Background: an optimization exercise with open tools, aiming at small area, a short achievable clock period and few clock cycles per item. Do not read the settings as production practice.
In this exercise RTL edits were held to simulation tests only and were not proved equivalent to the original.
The clock port is modelled as an ideal driver; clocking choices that lean on that would not hold on a real chip.
Power is estimated from default activity; no workload was simulated.

Design mem_responder, start of the top module:
module mem_responder #(
  parameter int DEPTH   = 64,
  parameter int LATENCY = 2
) (
  input  logic             clk,
  input  logic             rst,
  input  logic             req_valid,
  output logic             req_ready,
  input  logic             req_we,
  input  logic [31:0]      req_addr,
  input  logic [31:0]      req_wdata,
  output logic             resp_valid,
  input  logic             resp_ready,
  output logic [31:0]      resp_rdata,
  output logic             resp_err,
  output logic             busy
);
==> module mem_responder, before the edit <==
module mem_responder #(
  parameter int DEPTH   = 64,
  parameter int LATENCY = 2
) (
  input  logic             clk,
  input  logic             rst,
  input  logic             req_valid,
  output logic             req_ready,
  input  logic             req_we,
  input  logic [31:0]      req_addr,
  input  logic [31:0]      req_wdata,
  output logic             resp_valid,
  input  logic             resp_ready,
  output logic [31:0]      resp_rdata,
  output logic             resp_err,
  output logic             busy
);
  localparam int AW = $clog2(DEPTH);
  logic [31:0]   r_mem [DEPTH];
  logic          a_v;
  logic          a_st;       
  logic          a_ld;       
  logic          a_err;
  logic [AW-1:0] a_idx;
  logic [31:0]   a_wd;
  logic          b_v;
  logic          b_ld;
  logic          b_err;
  logic [AW-1:0] b_idx;
  logic [7:0]    r_wlo;      
  logic [7:0]    r_whi;      
  logic [DEPTH-1:0] s_sel;    
  logic          s_err;      
  logic          o_v;
  logic          o_err;
  logic [31:0]   o_rd;
  logic          r_rdy;
  logic          r_busy;
  logic          w_acc;
  logic          w_ofree;
  logic          w_oload;
  logic          w_stay;
  logic          w_a2b;
  logic          w_av_n;
  logic          w_bv_n;
  logic          w_ov_n;
  logic          w_in_err;
  logic          w_in_ld;
  logic          w_in_st;
  logic [AW-1:0] w_in_idx;
  logic          w_ast_n;
  logic          w_ald_n;
  logic          w_aerr_n;
  logic [AW-1:0] w_aidx_n;
  logic          w_bld_n;
  logic          w_berr_n;
  logic [AW-1:0] w_bidx_n;
  logic          w_sld_n;
  logic          w_serr_n;
  logic [AW-1:0] w_sidx_n;
  logic          w_wr_n;
  logic          w_unused;
  assign w_acc    = req_valid & r_rdy & ~rst;
  assign w_ofree  = ~o_v | resp_ready;
  assign w_oload  = w_ofree & (b_v | a_v);
  assign w_stay   = a_v & b_v;             
  assign w_a2b    = a_v & ~b_v & ~w_ofree;  
  assign w_av_n   = w_acc | w_stay;
  assign w_bv_n   = (b_v | a_v) & ~w_ofree;
  assign w_ov_n   = w_oload | (o_v & ~resp_ready);
  assign w_in_err = (req_addr[1:0] != 2'b00);
  assign w_in_ld  = ~req_we & ~w_in_err;
  assign w_in_st  = req_we & ~w_in_err;
  assign w_in_idx = req_addr[AW+1:2];
  assign w_unused = ^{req_addr[31:AW+2], LATENCY[0]};
  assign w_ast_n  = w_acc ? w_in_st  : a_st;
  assign w_ald_n  = w_acc ? w_in_ld  : a_ld;
  assign w_aerr_n = w_acc ? w_in_err : a_err;
  assign w_aidx_n = w_acc ? w_in_idx : a_idx;
  assign w_bld_n  = w_a2b ? a_ld  : b_ld;
  assign w_berr_n = w_a2b ? a_err : b_err;
  assign w_bidx_n = w_a2b ? a_idx : b_idx;
  assign w_sld_n  = w_bv_n ? w_bld_n  : (w_av_n & w_ald_n);
  assign w_serr_n = w_bv_n ? w_berr_n : w_aerr_n;
  assign w_sidx_n = w_bv_n ? w_bidx_n : w_aidx_n;
  assign w_wr_n   = w_av_n & w_ast_n & ~w_bv_n;
  always_ff @(posedge clk) begin
    if (rst) begin
      a_v    <= 1'b0;
      b_v    <= 1'b0;
      o_v    <= 1'b0;
      r_rdy  <= 1'b1;
      r_busy <= 1'b0;
    end else begin
      a_v    <= w_av_n;
      b_v    <= w_bv_n;
      o_v    <= w_ov_n;
      r_rdy  <= ~(w_av_n & w_bv_n);
      r_busy <= w_av_n | w_bv_n | w_ov_n;
    end
  end
  always_ff @(posedge clk) begin
    a_st  <= w_ast_n;
    a_ld  <= w_ald_n;
    a_err <= w_aerr_n;
    a_idx <= w_aidx_n;
    if (w_acc) a_wd <= req_wdata;
    b_ld  <= w_bld_n;
    b_err <= w_berr_n;
    b_idx <= w_bidx_n;
    s_err <= w_serr_n;
    for (int i = 0; i < 8; i++) begin
      r_wlo[i] <= w_wr_n & (w_aidx_n[2:0] == 3'(i));
      r_whi[i] <= (w_aidx_n[5:3] == 3'(i));
    end
    for (int i = 0; i < DEPTH; i++) begin
      s_sel[i] <= w_sld_n & (w_sidx_n == AW'(i));
    end
    if (w_oload) begin
      o_err <= s_err;
      o_rd  <= w_rd;
    end
  end
  always_ff @(posedge clk) begin
    for (int i = 0; i < DEPTH; i++) begin
      if (r_wlo[i % 8] && r_whi[i / 8]) r_mem[i] <= a_wd;
    end
  end
  logic [DEPTH-1:0] w_sel;
  logic [31:0]      w_rd;
  assign w_sel = s_sel;
  for (genvar b = 0; b < 32; b++) begin : g_rd
    logic [21:0] l1;    
    logic [5:0]  l2;    
    logic [2:0]  l3;    
    for (genvar k = 0; k < 21; k++) begin : g_l1
      mr_aoi222 u_aoi (
        .a0(w_sel[3*k]),   .b0(r_mem[3*k][b]),
        .a1(w_sel[3*k+1]), .b1(r_mem[3*k+1][b]),
        .a2(w_sel[3*k+2]), .b2(r_mem[3*k+2][b]),
        .y(l1[k])
      );
    end
    mr_nand2 u_last (.a(w_sel[63]), .b(r_mem[63][b]), .y(l1[21]));
    for (genvar k = 0; k < 5; k++) begin : g_l2
      mr_nand4 u_n4 (.a(l1[4*k]), .b(l1[4*k+1]), .c(l1[4*k+2]), .d(l1[4*k+3]), .y(l2[k]));
    end
    mr_nand2 u_n2 (.a(l1[20]), .b(l1[21]), .y(l2[5]));
    for (genvar k = 0; k < 3; k++) begin : g_l3
      mr_nor2 u_o (.a(l2[2*k]), .b(l2[2*k+1]), .y(l3[k]));
    end
    mr_nand3 u_f (.a(l3[0]), .b(l3[1]), .c(l3[2]), .y(w_rd[b]));
  end
  assign req_ready  = r_rdy;
  assign resp_valid = o_v;
  assign resp_rdata = o_rd;
  assign resp_err   = o_err;
  assign busy       = r_busy;
endmodule
Settings: LEC_CHECK=0, CAP_MARGIN=20, CORE_MARGIN=2, CORE_UTILIZATION=60, CTS_BUF_LIST=sky130_fd_sc_hd__clkbuf_8, CTS_CLUSTER_DIAMETER=50, CTS_CLUSTER_SIZE=16, SETUP_SLACK_MARGIN=2.5, SLEW_MARGIN=20, SYNTH_HIERARCHICAL=1, TNS_END_PERCENT=100; clock period 5.0 ns.
standard.sh (not shown) runs the stock make flow with config.mk's settings and CLKGATE_MAP_FILE= SYNTH_SCRIPT=/design/flow/synth_recipe.tcl, a recipe that flattens the netlist after the stock synthesis.
==> flow/flow/run.sh <==
#!/bin/bash
set -euo pipefail
export BUFFER_PORTS_ARGS="-buffer_cell sky130_fd_sc_hd__buf_2"
export CTS_ARGS="-sink_clustering_enable -repair_clock_nets -sink_clustering_size 16 -sink_clustering_max_diameter 50 -buf_list {sky130_fd_sc_hd__clkbuf_8 sky130_fd_sc_hd__clkbuf_16} -root_buf sky130_fd_sc_hd__clkbuf_16 -tree_buf sky130_fd_sc_hd__clkbuf_16 -sink_clustering_buffer sky130_fd_sc_hd__clkbuf_8 -dont_use_dummy_load"
export PRE_CTS_TCL="$PWD/flow/pre_cts.tcl"
export OUT_FF_PULL=0.7
export POST_CTS_TCL="$PWD/flow/post_cts.tcl"
export ECO_MAX_DELAY=2.2
bash standard.sh > standard.log 2>&1
Other scripts of this flow, unchanged in this note and not shown: flow/flow/post_cts.tcl, flow/flow/pre_cts.tcl
The starting point finished clean.
Testbench counts at the start, summed over its fixed seeds: cycles 2,064, items 2,048.
==> next run, changes <==
--- a/flow/design.v
+++ b/flow/design.v
@@ -58,13 +58,13 @@
   logic [AW-1:0] w_bidx_n;
   logic          w_sld_n;
   logic          w_serr_n;
   logic [AW-1:0] w_sidx_n;
   logic          w_wr_n;
   logic          w_unused;
-  assign w_acc    = req_valid & r_rdy & ~rst;
+  assign w_acc    = req_valid & r_rdy;
   assign w_ofree  = ~o_v | resp_ready;
   assign w_oload  = w_ofree & (b_v | a_v);
   assign w_stay   = a_v & b_v;             
   assign w_a2b    = a_v & ~b_v & ~w_ofree;  
   assign w_av_n   = w_acc | w_stay;
   assign w_bv_n   = (b_v | a_v) & ~w_ofree;
The new run finished clean.
Sequential cell count stays the same.
Setup slack improved by 0.086 ns.
Design area falls by about 0.4%.
Sequential power stays flat.
Via count rises by about 0.5%.
First-iteration DRC count rises by about 7%.
Testbench counts after the change, summed over its fixed seeds: cycles 2,064, items 2,048.

old:
The RTL this note starts from:
==> flow/design.v <==
`default_nettype none
module mem_responder #(
  parameter int DEPTH   = 64,
  parameter int LATENCY = 2
) (
  input  logic             clk,
  input  logic             rst,
  input  logic             req_valid,
  output logic             req_ready,
  input  logic             req_we,
  input  logic [31:0]      req_addr,
  input  logic [31:0]      req_wdata,
  output logic             resp_valid,
  input  logic             resp_ready,
  output logic [31:0]      resp_rdata,
  output logic             resp_err,
  output logic             busy
);
  localparam int AW = $clog2(DEPTH);
  logic [31:0]   r_mem [DEPTH];
  logic          a_v;
  logic          a_st;       
  logic          a_ld;       
  logic          a_err;
  logic [AW-1:0] a_idx;
  logic [31:0]   a_wd;
  logic          b_v;
  logic          b_ld;
  logic          b_err;
  logic [AW-1:0] b_idx;
  logic [7:0]    r_wlo;      
  logic [7:0]    r_whi;      
  logic [7:0]    s_lo;       
  logic [7:0]    s_hi;       
  logic          s_err;      
  logic          o_v;
  logic          o_err;
  logic [31:0]   o_rd;
  logic          r_rdy;
  logic          r_busy;
  logic          w_acc;
  logic          w_ofree;
  logic          w_oload;
  logic          w_stay;
  logic          w_a2b;
  logic          w_av_n;
  logic          w_bv_n;
  logic          w_ov_n;
  logic          w_in_err;
  logic          w_in_ld;
  logic          w_in_st;
  logic [AW-1:0] w_in_idx;
  logic          w_ast_n;
  logic          w_ald_n;
  logic          w_aerr_n;
  logic [AW-1:0] w_aidx_n;
  logic          w_bld_n;
  logic          w_berr_n;
  logic [AW-1:0] w_bidx_n;
  logic          w_sld_n;
  logic          w_serr_n;
  logic [AW-1:0] w_sidx_n;
  logic          w_wr_n;
  logic          w_unused;
  assign w_acc    = req_valid & r_rdy;
  assign w_ofree  = ~o_v | resp_ready;
  assign w_oload  = w_ofree & (b_v | a_v);
  assign w_stay   = a_v & b_v;             
  assign w_a2b    = a_v & ~b_v & ~w_ofree;  
  assign w_av_n   = w_acc | w_stay;
  assign w_bv_n   = (b_v | a_v) & ~w_ofree;
  assign w_ov_n   = w_oload | (o_v & ~resp_ready);
  assign w_in_err = (req_addr[1:0] != 2'b00);
  assign w_in_ld  = ~req_we & ~w_in_err;
  assign w_in_st  = req_we & ~w_in_err;
  assign w_in_idx = req_addr[AW+1:2];
  assign w_unused = ^{req_addr[31:AW+2], LATENCY[0]};
  assign w_ast_n  = w_acc ? w_in_st  : a_st;
  assign w_ald_n  = w_acc ? w_in_ld  : a_ld;
  assign w_aerr_n = w_acc ? w_in_err : a_err;
  assign w_aidx_n = w_acc ? w_in_idx : a_idx;
  assign w_bld_n  = w_a2b ? a_ld  : b_ld;
  assign w_berr_n = w_a2b ? a_err : b_err;
  assign w_bidx_n = w_a2b ? a_idx : b_idx;
  assign w_sld_n  = w_bv_n ? w_bld_n  : (w_av_n & w_ald_n);
  assign w_serr_n = w_bv_n ? w_berr_n : w_aerr_n;
  assign w_sidx_n = w_bv_n ? w_bidx_n : w_aidx_n;
  assign w_wr_n   = w_av_n & w_ast_n & ~w_bv_n;
  always_ff @(posedge clk) begin
    if (rst) begin
      a_v    <= 1'b0;
      b_v    <= 1'b0;
      o_v    <= 1'b0;
      r_rdy  <= 1'b1;
      r_busy <= 1'b0;
    end else begin
      a_v    <= w_av_n;
      b_v    <= w_bv_n;
      o_v    <= w_ov_n;
      r_rdy  <= ~(w_av_n & w_bv_n);
      r_busy <= w_av_n | w_bv_n | w_ov_n;
    end
  end
  always_ff @(posedge clk) begin
    a_st  <= w_ast_n;
    a_ld  <= w_ald_n;
    a_err <= w_aerr_n;
    a_idx <= w_aidx_n;
    if (w_acc) a_wd <= req_wdata;
    b_ld  <= w_bld_n;
    b_err <= w_berr_n;
    b_idx <= w_bidx_n;
    s_err <= w_serr_n;
    for (int i = 0; i < 8; i++) begin
      r_wlo[i] <= w_wr_n & (w_aidx_n[2:0] == 3'(i));
      r_whi[i] <= (w_aidx_n[5:3] == 3'(i));
    end
    for (int i = 0; i < 8; i++) begin
      s_lo[i] <= w_sld_n & (w_sidx_n[2:0] == 3'(i));
      s_hi[i] <= (w_sidx_n[5:3] == 3'(i));
    end
    if (w_oload) begin
      o_err <= s_err;
      o_rd  <= w_rd;
    end
  end
  always_ff @(posedge clk) begin
    for (int i = 0; i < DEPTH; i++) begin
      if (r_wlo[i % 8] && r_whi[i / 8]) r_mem[i] <= a_wd;
    end
  end
  logic [DEPTH-1:0] w_sel;
  logic [31:0]      w_rd;
  always_comb begin
    for (int i = 0; i < DEPTH; i++) w_sel[i] = s_lo[i % 8] & s_hi[i / 8];
  end
  for (genvar b = 0; b < 32; b++) begin : g_rd
    logic [21:0] l1;    
    logic [5:0]  l2;    
    logic [2:0]  l3;    
    for (genvar k = 0; k < 21; k++) begin : g_l1
      mr_aoi222 u_aoi (
        .a0(w_sel[3*k]),   .b0(r_mem[3*k][b]),
        .a1(w_sel[3*k+1]), .b1(r_mem[3*k+1][b]),
        .a2(w_sel[3*k+2]), .b2(r_mem[3*k+2][b]),
        .y(l1[k])
      );
    end
    mr_nand2 u_last (.a(w_sel[63]), .b(r_mem[63][b]), .y(l1[21]));
    for (genvar k = 0; k < 5; k++) begin : g_l2
      mr_nand4 u_n4 (.a(l1[4*k]), .b(l1[4*k+1]), .c(l1[4*k+2]), .d(l1[4*k+3]), .y(l2[k]));
    end
    mr_nand2 u_n2 (.a(l1[20]), .b(l1[21]), .y(l2[5]));
    for (genvar k = 0; k < 3; k++) begin : g_l3
      mr_nor2 u_o (.a(l2[2*k]), .b(l2[2*k+1]), .y(l3[k]));
    end
    mr_nand3 u_f (.a(l3[0]), .b(l3[1]), .c(l3[2]), .y(w_rd[b]));
  end
  assign req_ready  = r_rdy;
  assign resp_valid = o_v;
  assign resp_rdata = o_rd;
  assign resp_err   = o_err;
  assign busy       = r_busy;
endmodule
module mr_aoi222 (
  input  logic a0, b0, a1, b1, a2, b2,
  output logic y
);
  assign y = ~((a0 & b0) | (a1 & b1) | (a2 & b2));
endmodule
module mr_nand2 (
  input  logic a, b,
  output logic y
);
  assign y = ~(a & b);
endmodule
module mr_nand4 (
  input  logic a, b, c, d,
  output logic y
);
  assign y = ~(a & b & c & d);
endmodule
module mr_nor2 (
  input  logic a, b,
  output logic y
);
  assign y = ~(a | b);
endmodule
module mr_nand3 (
  input  logic a, b, c,
  output logic y
);
  assign y = ~(a & b & c);
endmodule
`default_nettype wire
==> flow/config.mk <==
export PLATFORM = sky130hd
export DESIGN_NAME = mem_responder
export DESIGN_NICKNAME = mem_responder
export VERILOG_FILES = /design/flow/design.v
export SDC_FILE = /design/flow/constraint.sdc
export NUM_CORES = 4
export LEC_CHECK = 0
export CAP_MARGIN = 20
export CORE_MARGIN = 2
export CORE_UTILIZATION = 60
export CTS_BUF_LIST = sky130_fd_sc_hd__clkbuf_8
export CTS_CLUSTER_DIAMETER = 50
export CTS_CLUSTER_SIZE = 16
export SETUP_SLACK_MARGIN = 2.5
export SLEW_MARGIN = 20
export SYNTH_HIERARCHICAL = 1
export TNS_END_PERCENT = 100
==> flow/constraint.sdc <==
create_clock -name core_clock -period 5.0 [get_ports {clk}]
set_input_delay 1.0000 -clock core_clock [delete_from_list [all_inputs] [get_ports {clk}]]
set_output_delay 1.0000 -clock core_clock [all_outputs]
set_load 0.01 [all_outputs]
==> flow/flow/run.sh <==
#!/bin/bash
set -euo pipefail
export BUFFER_PORTS_ARGS="-buffer_cell sky130_fd_sc_hd__buf_2"
export CTS_ARGS="-sink_clustering_enable -repair_clock_nets -sink_clustering_size 16 -sink_clustering_max_diameter 50 -buf_list {sky130_fd_sc_hd__clkbuf_8 sky130_fd_sc_hd__clkbuf_16} -root_buf sky130_fd_sc_hd__clkbuf_16 -tree_buf sky130_fd_sc_hd__clkbuf_16 -sink_clustering_buffer sky130_fd_sc_hd__clkbuf_8 -dont_use_dummy_load"
export POST_CTS_TCL="$PWD/flow/post_cts.tcl"
export ECO_MAX_DELAY=2.2
bash standard.sh > standard.log 2>&1
==> flow/flow/post_cts.tcl <==
# Extra timing repair after CTS.
# The paths from inputs to outputs are bounded by the fixed I/O delays and
# stop repair_timing early. First over-constrain the paths that end at
# registers (a tighter limit than the clock gives) so repair works on them,
# then drop those limits and repair again against the real constraints.
log_cmd estimate_parasitics -placement
set_max_delay $::env(ECO_MAX_DELAY) -from [all_registers] -to [all_registers]
set_max_delay $::env(ECO_MAX_DELAY) -from [all_inputs] -to [all_registers]
log_cmd repair_timing -setup -setup_margin 0 -repair_tns 100 -skip_last_gasp -verbose
unset_path_exceptions -from [all_registers] -to [all_registers]
unset_path_exceptions -from [all_inputs] -to [all_registers]
log_cmd estimate_parasitics -placement
log_cmd repair_timing -setup -setup_margin [expr {[info exists ::env(SETUP_SLACK_MARGIN)] ? $::env(SETUP_SLACK_MARGIN) : 0}] -repair_tns 100 -verbose
log_cmd detailed_placement
check_placement -verbose
report_checks -path_delay max -format end -group_path_count 10
report_design_area
Testbench counts of old, summed over its fixed seeds: cycles 2,064, items 2,048.
Inputs modified between old and new:
-- flow/design.v --
<<< old, line 29
  logic          b_err;
  logic [AW-1:0] b_idx;
  logic [7:0]    r_wlo;      
  logic [7:0]    r_whi;      
  logic [7:0]    s_lo;       
  logic [7:0]    s_hi;       
  logic          s_err;      
  logic          o_v;
>>> new, line 29
  logic          b_err;
  logic [AW-1:0] b_idx;
  logic [DEPTH-1:0] s_sel;    
  logic          s_err;      
  logic          o_v;
<<< old, line 61
  logic          w_serr_n;
  logic [AW-1:0] w_sidx_n;
  logic          w_wr_n;
  logic          w_unused;
  assign w_acc    = req_valid & r_rdy;
>>> new, line 58
  logic          w_serr_n;
  logic [AW-1:0] w_sidx_n;
  logic          w_wr;
  logic          w_unused;
  assign w_acc    = req_valid & r_rdy;
<<< old, line 86
  assign w_serr_n = w_bv_n ? w_berr_n : w_aerr_n;
  assign w_sidx_n = w_bv_n ? w_bidx_n : w_aidx_n;
  assign w_wr_n   = w_av_n & w_ast_n & ~w_bv_n;
  always_ff @(posedge clk) begin
    if (rst) begin
>>> new, line 83
  assign w_serr_n = w_bv_n ? w_berr_n : w_aerr_n;
  assign w_sidx_n = w_bv_n ? w_bidx_n : w_aidx_n;
  assign w_wr     = a_v & a_st & ~b_v;
  always_ff @(posedge clk) begin
    if (rst) begin
<<< old, line 112
    b_idx <= w_bidx_n;
    s_err <= w_serr_n;
    for (int i = 0; i < 8; i++) begin
      r_wlo[i] <= w_wr_n & (w_aidx_n[2:0] == 3'(i));
      r_whi[i] <= (w_aidx_n[5:3] == 3'(i));
    end
    for (int i = 0; i < 8; i++) begin
      s_lo[i] <= w_sld_n & (w_sidx_n[2:0] == 3'(i));
      s_hi[i] <= (w_sidx_n[5:3] == 3'(i));
    end
    if (w_oload) begin
>>> new, line 109
    b_idx <= w_bidx_n;
    s_err <= w_serr_n;
    for (int i = 0; i < DEPTH; i++) begin
      s_sel[i] <= w_sld_n & (w_sidx_n == AW'(i));
    end
    if (w_oload) begin
<<< old, line 127
  always_ff @(posedge clk) begin
    for (int i = 0; i < DEPTH; i++) begin
      if (r_wlo[i % 8] && r_whi[i / 8]) r_mem[i] <= a_wd;
    end
  end
  logic [DEPTH-1:0] w_sel;
  logic [31:0]      w_rd;
  always_comb begin
    for (int i = 0; i < DEPTH; i++) w_sel[i] = s_lo[i % 8] & s_hi[i / 8];
  end
  for (genvar b = 0; b < 32; b++) begin : g_rd
    logic [21:0] l1;    
>>> new, line 119
  always_ff @(posedge clk) begin
    for (int i = 0; i < DEPTH; i++) begin
      if (w_wr && a_idx == AW'(i)) r_mem[i] <= a_wd;
    end
  end
  logic [DEPTH-1:0] w_sel;
  logic [31:0]      w_rd;
  assign w_sel = s_sel;
  for (genvar b = 0; b < 32; b++) begin : g_rd
    logic [21:0] l1;    
Notes after the runs:
new completed end to end with timing, DRC and antenna clean. Delta (new minus old): routed via count moved up, number of detailed-routing iterations run before antenna repair increased 1, power density over the cells went down by about 2.1%, wire length of the first global-routing pass went up, combined global-route utilization of all metal layers higher. old → new: sequential fraction of total cell area lower, synthesized cell count rose by about 3%, number of global-route vias before repair now sits higher. Power is lower on old. Mean instance size in the synthesized netlist shrinks by a few percent when moving from old to new. Taking old as the reference, in new final period demand of the worst path now smaller, portion of total power attributed to combinational logic now larger.
Testbench counts of new, summed over its fixed seeds: cycles 2,064, items 2,048.

==> separate check: timing with driven ports <==
How much do the figures lean on ideal ports? The routed layouts below were timed once more, with nothing changed but the port constraints.
Step 1 (the two cells are an assumption about what drives the block):
set clk [get_ports {clk}]
set_driving_cell -lib_cell sky130_fd_sc_hd__clkbuf_16 $clk
set_driving_cell -lib_cell sky130_fd_sc_hd__buf_2 [delete_from_list [all_inputs] $clk]
Step 2 adds t to the input delays and takes it off the output delays; t is the mean of the earliest and latest rising clock arrival at the registers after step 1. Input paths then give back, and output paths get back, about the clock's delay inside the block.
Three values: ideal, step 1, step 2; two values: the first two.
| run | shift t [ns] | setup slack, ns | hold WS [ns] |
|---|---|---|---|
| the first run of note 1 | 0.837 | 2.512 / 2.511 / 1.946 | 0.389 / 0.332 / 0.454 |
| the second run of note 1 | 0.839 | 2.598 / 2.520 / 1.956 | 0.387 / 0.331 / 0.487 |
| old | 0.847 | 2.449 / 2.364 / 2.000 | 0.383 / 0.318 / 0.402 |
| new | 0.831 | 2.558 / 2.475 / 1.816 | 0.388 / 0.332 / 0.474 |
After both steps setup and hold are still met in every run listed. The setup slack of new, which loses most, moves by -0.083 ns with the drivers and by -0.742 ns with both steps.
